Context: an optimization exercise on an open-source flow, tuned for small area, a short achievable clock period and few clock cycles per item. The choices shown serve that exercise and are no tape-out recipe.
RTL that was checked went through simulation tests only; none was proved equivalent to the original.

## yarrow
## intra4x4_pred_engine
module intra4x4_pred_engine #(
    parameter int PIX_W    = 8,
    parameter int BLK_COLS = 64,
    parameter int BLK_ROWS = 64,
    parameter int ADDR_W   = 14
) (
    input  logic                     clk,
    input  logic                     rst_n,
    input  logic                     start,
    input  logic [1:0]               mode_cfg,
    output logic                     fetch_req,
    output logic [ADDR_W-1:0]        fetch_addr,
    input  logic                     fetch_valid,
    input  logic [4*PIX_W-1:0]       fetch_data,
    output logic                     res_valid,
    input  logic                     res_ready,
    output logic [16*(PIX_W+1)-1:0]  res_data,
    output logic [1:0]               res_mode,
    output logic [PIX_W+3:0]         res_sad,
    output logic                     busy,
    output logic                     frame_done
);
    localparam int RES_W = PIX_W + 1;
    localparam int SAD_W = PIX_W + 4;
    localparam int ROW_W = 4 * PIX_W;
    localparam int COL_W = $clog2(BLK_COLS);
    localparam int BR_W  = $clog2(BLK_ROWS);
  ...
export LEC_CHECK = 0
export CAP_MARGIN = 20
export CORE_MARGIN = 2
export CORE_UTILIZATION = 60
export SLEW_MARGIN = 20
create_clock -name core_clock -period 20.0 [get_ports {clk}]
standard.sh (not shown) runs the stock make flow with config.mk's settings and CLKGATE_MAP_FILE= SYNTH_SCRIPT=/design/flow/synth_recipe.tcl, a recipe that flattens the netlist after the stock synthesis.
==> flow/flow/run.sh <==
#!/bin/bash
# Standard ORFS layout with a larger setup repair margin, no CTS dummy loads, clkbuf_8 sink clusters.
bash standard.sh SETUP_SLACK_MARGIN=14.8 "CTS_ARGS=-sink_clustering_enable -repair_clock_nets -dont_use_dummy_load -sink_clustering_size 16 -sink_clustering_max_diameter 50 -buf_list sky130_fd_sc_hd__clkbuf_8 -root_buf sky130_fd_sc_hd__clkbuf_16" finish > standard.log 2>&1
Testbench counts of yarrow, summed over its fixed seeds: cycles 262,256, blocks 65,536.
Modified inputs, quartz compared to yarrow
==> flow/flow/run.sh <==
#!/bin/bash
# Standard ORFS layout with a larger setup repair margin, no CTS dummy loads, clkbuf_8 sink clusters.
bash standard.sh SETUP_SLACK_MARGIN=14.6 "CTS_ARGS=-sink_clustering_enable -repair_clock_nets -dont_use_dummy_load -sink_clustering_size 20 -sink_clustering_max_diameter 45 -buf_list sky130_fd_sc_hd__clkbuf_8 -root_buf sky130_fd_sc_hd__clkbuf_16" finish > standard.log 2>&1
[summary]
Result: PASS for each of quartz and yarrow. Compared with yarrow, quartz shows a layout overhead on the synthesized area that is 0.45 points lower. Setup slack on quartz is behind yarrow. Compared with yarrow, in quartz via count saw a decrease; final period utilization picked up an extra 0.23 points; met3 capacity usage during global routing decreased 0.47 points; detailed route wirelength on metal3 fell by about 8%. Going from yarrow to quartz, final cell count has decreased, layout cell share with drive strength beyond 1 has decreased.
## Diff of input files: violet against quartz
==> flow/flow/run.sh <==
#!/bin/bash
# Standard ORFS layout with a larger setup repair margin, no CTS dummy loads, clkbuf_8 sink clusters.
bash standard.sh SETUP_SLACK_MARGIN=14.6 "CTS_ARGS=-sink_clustering_enable -repair_clock_nets -dont_use_dummy_load -sink_clustering_size 16 -sink_clustering_max_diameter 50 -buf_list sky130_fd_sc_hd__clkbuf_8 -root_buf sky130_fd_sc_hd__clkbuf_16" finish > standard.log 2>&1
Results
- Reported for quartz and violet, total placed instance area turned out identical to the last digit.
- On violet: fraction of the core area covered by cells at the end of the flow is 0.17 points higher than what quartz gave.
- quartz has lower count of clock-buffer cells in the layout than violet.
- Delta (violet minus quartz): routed length on met1 flat.
Relative to violet, the following input files were edited for umber:
==> flow/flow/run.sh <==
#!/bin/bash
# Standard ORFS layout with a larger setup repair margin, no CTS dummy loads, larger sink clusters.
bash standard.sh SETUP_SLACK_MARGIN=14.6 "CTS_ARGS=-sink_clustering_enable -repair_clock_nets -dont_use_dummy_load -sink_clustering_size 20 -sink_clustering_max_diameter 60 -buf_list sky130_fd_sc_hd__clkbuf_8 -root_buf sky130_fd_sc_hd__clkbuf_16" finish > standard.log 2>&1
--- outcome ---
Looking at umber and violet, the detailed-route vias per instance is a wash.
Between umber and violet, the post-layout worst setup margin figures differ only marginally.
violet → umber: number of detailed-route iterations in the first pass saw an increase; layout overhead on the synthesized area saw a decrease; flip-flop and latch share of the layout cell area saw an increase; worst clock skew on the final layout saw an increase.
Re global-route track usage on met3: umber and violet aren't equal, and the lower value belongs to umber.
umber reached the final stage; the timing, design-rule and antenna checks on its layout passed.

---

old:
intra4x4_pred_engine, a different RTL version from the one above (not shown whole).
Size in the first run: about 2800 flip-flops, ~220 I/O pins, ~86000 um2 of cells after synthesis.
Settings: LEC_CHECK=0, CAP_MARGIN=20, CORE_MARGIN=2, CORE_UTILIZATION=40, SLEW_MARGIN=20; clock period 20.0 ns.
==> flow/flow/run.sh <==
#!/bin/bash
# Standard ORFS layout with a larger setup repair margin and no CTS dummy loads.
bash standard.sh SETUP_SLACK_MARGIN=14.6 "CTS_ARGS=-sink_clustering_enable -repair_clock_nets -dont_use_dummy_load" finish > standard.log 2>&1
Input changes introduced in new (baseline for comparison: old):
==> flow/run.sh (new file) <==
#!/bin/bash
# synth_recipe.tcl (not shown) runs the flow's synth.tcl, then flattens the netlist and writes it again
# the make line also repeats each setting of config.mk as NAME=value (left out here)
make -C /OpenROAD-flow-scripts/flow DESIGN_CONFIG=/design/flow/config.mk WORK_HOME=/design/flow/orfs CLKGATE_MAP_FILE= SYNTH_SCRIPT=/design/flow/synth_recipe.tcl finish
removed: flow/flow/run.sh
removed: flow/standard.sh
--- outcome ---
Summary of new over old: area growth from synthesis to final layout went up 3.4 points; number of gates resized after CTS went down 712.
Cell type of the slowest stage on the worst timing path: sky130_fd_sc_hd__and2_1 -> new, sky130_fd_sc_hd__edfxtp_1 -> old
Category of the critical setup timing path: in2reg -> new, reg2out -> old
No functional check of the RTL was part of any run of this note.

[separate check: timing with driven ports]
Ports are ideal in the flow. The routed layouts listed here were re-timed in OpenROAD. Step 1: set_driving_cell puts a clkbuf_16 on clk and a buf_2 on each other input, an assumption about the parent block. Step 2 also shifts input and output timing later by t, the mid clock arrival at the registers, as if the neighbouring blocks saw the same clock. Three values: no drivers, after step 1, after step 2; two values: the first two.
| run | t, ns | setup slack, ns | hold WS [ns] | worst setup path at the end | cell pins on the clock port's net |
|---|---|---|---|---|---|
| yarrow | 0.798 | 14.705 / 14.628 / 14.216 | 0.284 / 0.284 / 0.284 | input to register | 1 |
| quartz | 0.798 | 14.659 / 14.581 / 14.288 | 0.269 / 0.269 / 0.269 | input to register | 1 |
| violet | 0.800 | 14.681 / 14.604 / 14.247 | 0.258 / 0.258 / 0.258 | input to register | 1 |
| umber | 0.784 | 14.679 / 14.605 / 14.265 | 0.238 / 0.238 / 0.238 | input to register | 1 |
| old | 0.958 | 14.536 / 14.449 / 13.914 | 0.276 / 0.276 / 0.276 | input to register | 1 |
| new | 0.964 | 14.084 / 13.998 / 13.183 | 0.292 / 0.292 / 0.292 | input to register | 1 |
After both steps every run listed still meets setup and hold. The setup slack of new, which loses most, moves by -0.086 ns with the drivers and by -0.901 ns with both steps.
